This is an optimization exercise on Yosys and OpenROAD, whose aim is small area, a short achievable clock period and few clock cycles per item, not a production implementation. Only simulation tests tie the RTL to the original design; equivalence was not proved. Power is estimated from default activity; no workload was simulated.

Design digraph_letter_sentence_histogram, start of the top module:
module digraph_letter_sentence_histogram (
    input  logic        aclk,
    input  logic        aresetn,
    input  logic        s_valid,
    output logic        s_ready,
    input  logic        s_func,
    input  logic [15:0] s_char_code,
    output logic        m_valid,
    input  logic        m_ready,
    output logic [5:0]  m_letter_index,
    output logic [15:0] m_letter_count,
    output logic [15:0] m_sentence_length,
    output logic        m_last
);
Size: about 3200 cells after synthesis, about 910 flip-flops, ~62 I/O pins, roughly 39000 um^2 of cells after synthesis.
Settings: LEC_CHECK=0, ABC_CLOCK_PERIOD_IN_PS=2700, CAP_MARGIN=20, CORE_MARGIN=2, CORE_UTILIZATION=40, SETUP_SLACK_MARGIN=3.3, SLEW_MARGIN=20; clock period 6.0 ns.
run.sh (not shown) runs the stock make flow with config.mk's settings and CLKGATE_MAP_FILE= SYNTH_SCRIPT=/design/flow/synth_recipe.tcl, a recipe that flattens the netlist after the stock synthesis.
Testbench counts at the start, summed over its fixed seeds: cycles 34,222, items 32,123.
Change:
--- a/flow/design.v
+++ b/flow/design.v
@@ -203,22 +203,23 @@
                 oldB_v[j] = win2 || (emit_now ? opv[glob_b(j) - 6'd1] : opv[glob_b(j)]);
             xB_v[j]   = (win2 && opv[glob_b(j)])
                      || ((win2 || opv[glob_b(j)]) && fullB[j]);
         end
     end
     logic       pm, cont, chr, is_end, is_skip, grow, close, doB, setp;
     logic [4:0] aloc;
     logic       oldA, oldB, stall, fire1;
     assign cont    = !pm;
-    assign is_end  = (r0.cd && !prev_dot) || (r0.cq && !prev_q);
-    assign is_skip = r0.cctl || (r0.cs && lenz) || (r0.cd && prev_dot);
-    assign grow    = !r0.f && !is_skip && !r0.cnul;
-    assign close   = r0.f ? !lenz : is_end;
+    assign chr     = cont && !r0.f;
+    assign is_end  = cont && ((r0.cd && !prev_dot) || (r0.cq && !prev_q));
+    assign is_skip = cont && (r0.cctl || (r0.cs && lenz) || (r0.cd && prev_dot));
+    assign grow    = pm || (chr && !is_skip && !r0.cnul);
+    assign close   = cont && (r0.f ? !lenz : is_end);
     assign doB     = cont && r0.isb;
     assign setp    = cont && r0.isl;
     assign aloc    = {pend_l, pm};
     assign oldA    = oldA_v[aloc];
     assign oldB    = oldB_v[r0.bl];
     logic xa_s, xa_d;
     assign xa_s  = xA_v[{pend_l, 1'b0}];
     assign xa_d  = xA_v[{pend_l, 1'b1}];
     assign stall = (close && win2)
@@ -289,31 +290,31 @@
                 end
             end
         end
     end
     always_ff @(posedge aclk) begin
         if (fire1 && setp) begin
             pend_l <= r0.ll;
             pend_t <= tail_of(r0.ll);
         end
-        if (r0_v && close && !win2) emit_len2 <= len_fin;
-        if (drained && win2) begin
-            emit_len <= emit_len2;
-        end else if (r0_v && close && (!win || drained)) begin
+        if (fire1 && close) emit_len2 <= len_fin;
+        if (fire1 && close && (!win || drained)) begin
             emit_len <= len_fin;
+        end else if (drained && win2) begin
+            emit_len <= emit_len2;
         end
     end
     logic [5:0] gm_next;
     logic       eA_n;
     logic [4:0] eloc_n;
     logic       open_now;
     assign gm_next  = gmap(emit_now ? e + 6'd1 : 6'd0);
-    assign open_now = drained ? (win2 || (r0_v && close)) : (!win && r0_v && close);
+    assign open_now = drained ? (win2 || (fire1 && close)) : (!win && fire1 && close);
     assign {eA_n, eloc_n} = (emit_now || open_now) ? gm_next : {eA, eloc};
     always_ff @(posedge aclk) begin
         if (!aresetn) begin
             win    <= 1'b1;
             win2   <= 1'b0;
             silent <= 1'b1;
             fresh  <= 1'b0;
             opv    <= '1;
             e      <= 6'd0;
@@ -322,33 +323,35 @@
         end else begin
             fresh <= open_now && !win2;
             if (emit_now) begin
                 e          <= e + 6'd1;
                 {eA, eloc} <= gm_next;
                 opv        <= {opv[34:0], 1'b0};
                 if (fire1 && close) win2 <= 1'b1;
             end else if (drained) begin
                 silent <= 1'b0;
-                if (open_now) begin
+                if (win2 || (fire1 && close)) begin
                     win2       <= 1'b0;
                     e          <= 6'd0;
                     {eA, eloc} <= gm_next;
                     opv        <= '1;
                 end else begin
                     win <= 1'b0;
                 end
-            end else if (open_now) begin
-                win        <= 1'b1;
-                e          <= 6'd0;
-                {eA, eloc} <= gm_next;
-                opv        <= '1;
-            end else if (fire1 && close && win) begin
-                win2 <= 1'b1;
+            end else if (fire1 && close) begin
+                if (win) begin
+                    win2 <= 1'b1;
+                end else begin
+                    win        <= 1'b1;
+                    e          <= 6'd0;
+                    {eA, eloc} <= gm_next;
+                    opv        <= '1;
+                end
             end
         end
     end
     for (genvar j = 0; j < 18; j++) begin : g_d
         localparam int WA = dw_of(glob_a(j));
         localparam int WB = dw_of(glob_b(j));
         logic [WA-1:0] ra;
         logic [WB-1:0] rb;
         always_ff @(posedge aclk) begin
Effect: The new run completed with no timing, DRC or antenna violations; total power falls by 3.6%; via count goes down by 2.8%; setup slack degrades by 100 ps; core utilization grows by 0.83 points; first-iteration DRC count shrinks by 10%; hold slack gets worse by 57 ps; routed wire length fell by 1.4%; clock power drops by about 3%; global-route usage is lower by 0.32 points; die area shrinks by 0.75%; flip-flop and latch count stays the same; final cell count shrinks by 2.1%; final area rose by 0.32%.
Testbench counts after the change, summed over its fixed seeds: cycles 34,222, items 32,123.

job 105:
Another version of the RTL of digraph_letter_sentence_histogram (not shown whole).
Size in the first run: roughly 3000 cells after synthesis, about 62 I/O pins, ~0.038 mm2 of cells after synthesis.
clock: 6.0 ns
lec_check: 0
abc_clock_period_in_ps: 2700
cap_margin: 20
core_margin: 2
core_utilization: 40
setup_slack_margin: 3.3
slew_margin: 20
tns_end_percent: 5
The flow did not stop early for job 105: all stages ran, and the layout cleared the timing, DRC and antenna checks.
Testbench counts of job 105, summed over its fixed seeds: cycles 34,222, items 32,123.
Setup changes, job 105 to job 101
-- flow/design.v --
<<< job 105, line 209
    logic [4:0] aloc;
    logic       oldA, oldB, stall, fire1;
    assign pm      = pend_v && ((pend_t & r0.tl) != 4'b0000);
    assign cont    = !pm;
    assign chr     = cont && !r0.f;
    assign is_end  = cont && ((r0.cd && !prev_dot) || (r0.cq && !prev_q));
    assign is_skip = cont && (r0.cctl || (r0.cs && lenz) || (r0.cd && prev_dot));
    assign grow    = pm || (chr && !is_skip && !r0.cnul);
    assign close   = cont && (r0.f ? !lenz : is_end);
    assign doB     = cont && r0.isb;
    assign setp    = cont && r0.isl;
>>> job 101, line 209
    logic [4:0] aloc;
    logic       oldA, oldB, stall, fire1;
    assign cont    = !pm;
    assign is_end  = (r0.cd && !prev_dot) || (r0.cq && !prev_q);
    assign is_skip = r0.cctl || (r0.cs && lenz) || (r0.cd && prev_dot);
    assign grow    = !r0.f && !is_skip && !r0.cnul;
    assign close   = r0.f ? !lenz : is_end;
    assign doB     = cont && r0.isb;
    assign setp    = cont && r0.isl;
<<< job 105, line 228
                || (doB && xB_v[r0.bl]);
    assign fire1 = r0_v && !stall;
    req_t din;
    assign din     = decode(s_func, s_char_code);
    assign s_ready = s_rdy;
>>> job 101, line 226
                || (doB && xB_v[r0.bl]);
    assign fire1 = r0_v && !stall;
    req_t din, nxt;
    assign nxt = sk_v ? sk : din;
    assign din     = decode(s_func, s_char_code);
    assign s_ready = s_rdy;
<<< job 105, line 246
    end
    always_ff @(posedge aclk) begin
        if (!r0_v || fire1) r0 <= sk_v ? sk : din;
        if (!sk_v) sk <= din;
    end
    logic [15:0] len_inc, len_fin;
>>> job 101, line 245
    end
    always_ff @(posedge aclk) begin
        if (!r0_v || fire1) r0 <= nxt;
        if (!sk_v) sk <= din;
    end
    always_ff @(posedge aclk) begin
        if (!aresetn) begin
            pm <= 1'b0;
        end else if (fire1) begin
            pm <= setp && ((tail_of(r0.ll) & nxt.tl) != 4'b0000);
        end else if (!r0_v) begin
            pm <= pend_v && ((pend_t & nxt.tl) != 4'b0000);
        end
    end
    logic [15:0] len_inc, len_fin;
<<< job 105, line 288
            pend_t <= tail_of(r0.ll);
        end
        if (fire1 && close) emit_len2 <= len_fin;
        if (fire1 && close && (!win || drained)) begin
            emit_len <= len_fin;
        end else if (drained && win2) begin
            emit_len <= emit_len2;
        end
    end
>>> job 101, line 296
            pend_t <= tail_of(r0.ll);
        end
        if (r0_v && close && !win2) emit_len2 <= len_fin;
        if (drained && win2) begin
            emit_len <= emit_len2;
        end else if (r0_v && close && (!win || drained)) begin
            emit_len <= len_fin;
        end
    end
<<< job 105, line 300
    logic       open_now;
    assign gm_next  = gmap(emit_now ? e + 6'd1 : 6'd0);
    assign open_now = drained ? (win2 || (fire1 && close)) : (!win && fire1 && close);
    assign {eA_n, eloc_n} = (emit_now || open_now) ? gm_next : {eA, eloc};
    always_ff @(posedge aclk) begin
>>> job 101, line 308
    logic       open_now;
    assign gm_next  = gmap(emit_now ? e + 6'd1 : 6'd0);
    assign open_now = drained ? (win2 || (r0_v && close)) : (!win && r0_v && close);
    assign {eA_n, eloc_n} = (emit_now || open_now) ? gm_next : {eA, eloc};
    always_ff @(posedge aclk) begin
<<< job 105, line 321
            end else if (drained) begin
                silent <= 1'b0;
                if (win2 || (fire1 && close)) begin
                    win2       <= 1'b0;
                    e          <= 6'd0;
>>> job 101, line 329
            end else if (drained) begin
                silent <= 1'b0;
                if (open_now) begin
                    win2       <= 1'b0;
                    e          <= 6'd0;
<<< job 105, line 329
                    win <= 1'b0;
                end
            end else if (fire1 && close) begin
                if (win) begin
                    win2 <= 1'b1;
                end else begin
                    win        <= 1'b1;
                    e          <= 6'd0;
                    {eA, eloc} <= gm_next;
                    opv        <= '1;
                end
            end
        end
>>> job 101, line 337
                    win <= 1'b0;
                end
            end else if (open_now) begin
                win        <= 1'b1;
                e          <= 6'd0;
                {eA, eloc} <= gm_next;
                opv        <= '1;
            end else if (fire1 && close && win) begin
                win2 <= 1'b1;
            end
        end
Notes after the runs:
Job 101: all stages complete, timing, DRC and antenna checks passed
Job 105 has higher flip-flop and latch count than job 101.
Looking at job 101 and job 105, the area occupied by registers is a wash.
Vias: job 101 above job 105
Summary of job 101 over job 105: share of layout cells above drive strength 1 went down 0.22 points; layout buffer count excluding clock buffers now larger.
Summary of job 101 over job 105: per-cell via count in the routed design higher; wire length after detailed routing saw an increase.
The die used by job 101 is larger than the one used by job 105.
Number of buffers added for setup after CTS: job 101 and job 105 compared, lower one is job 105
Job 101 vs job 105 — leakage component of the power dropped about 1.5%.
Testbench counts of job 101, summed over its fixed seeds: cycles 34,222, items 32,123.

-- separate check: timing with driven ports --
In the flow no input, the clock included, has a driving cell. The finished layouts below were timed again as built, in two steps. Step 1 sets driving cells, clkbuf_16 on the clock port and buf_2 on the other inputs (assumed; they add their load-dependent delay and slew). Step 2 also shifts input and output timing later by t, the mid clock arrival at the registers, as if the neighbouring blocks saw the same clock. Three values: no drivers, after step 1, after step 2; two values: the first two.
| run | t (ns) | setup slack, ns | clock arrival spread, ns |
|---|---|---|---|
| the first run of note 1 | 0.728 | 2.972 / 2.972 / 2.669 | 0.046 / 0.047 |
| the second run of note 1 | 0.724 | 2.873 / 2.873 / 2.701 | 0.045 / 0.045 |
| job 105 | 0.756 | 2.969 / 2.920 / 2.336 | 0.053 / 0.053 |
| job 101 | 0.733 | 2.945 / 2.945 / 2.291 | 0.035 / 0.034 |
After both steps setup and hold are still met in every run listed. The setup slack of job 101, which loses most, moves by 0.000 ns with the drivers and by -0.654 ns with both steps.
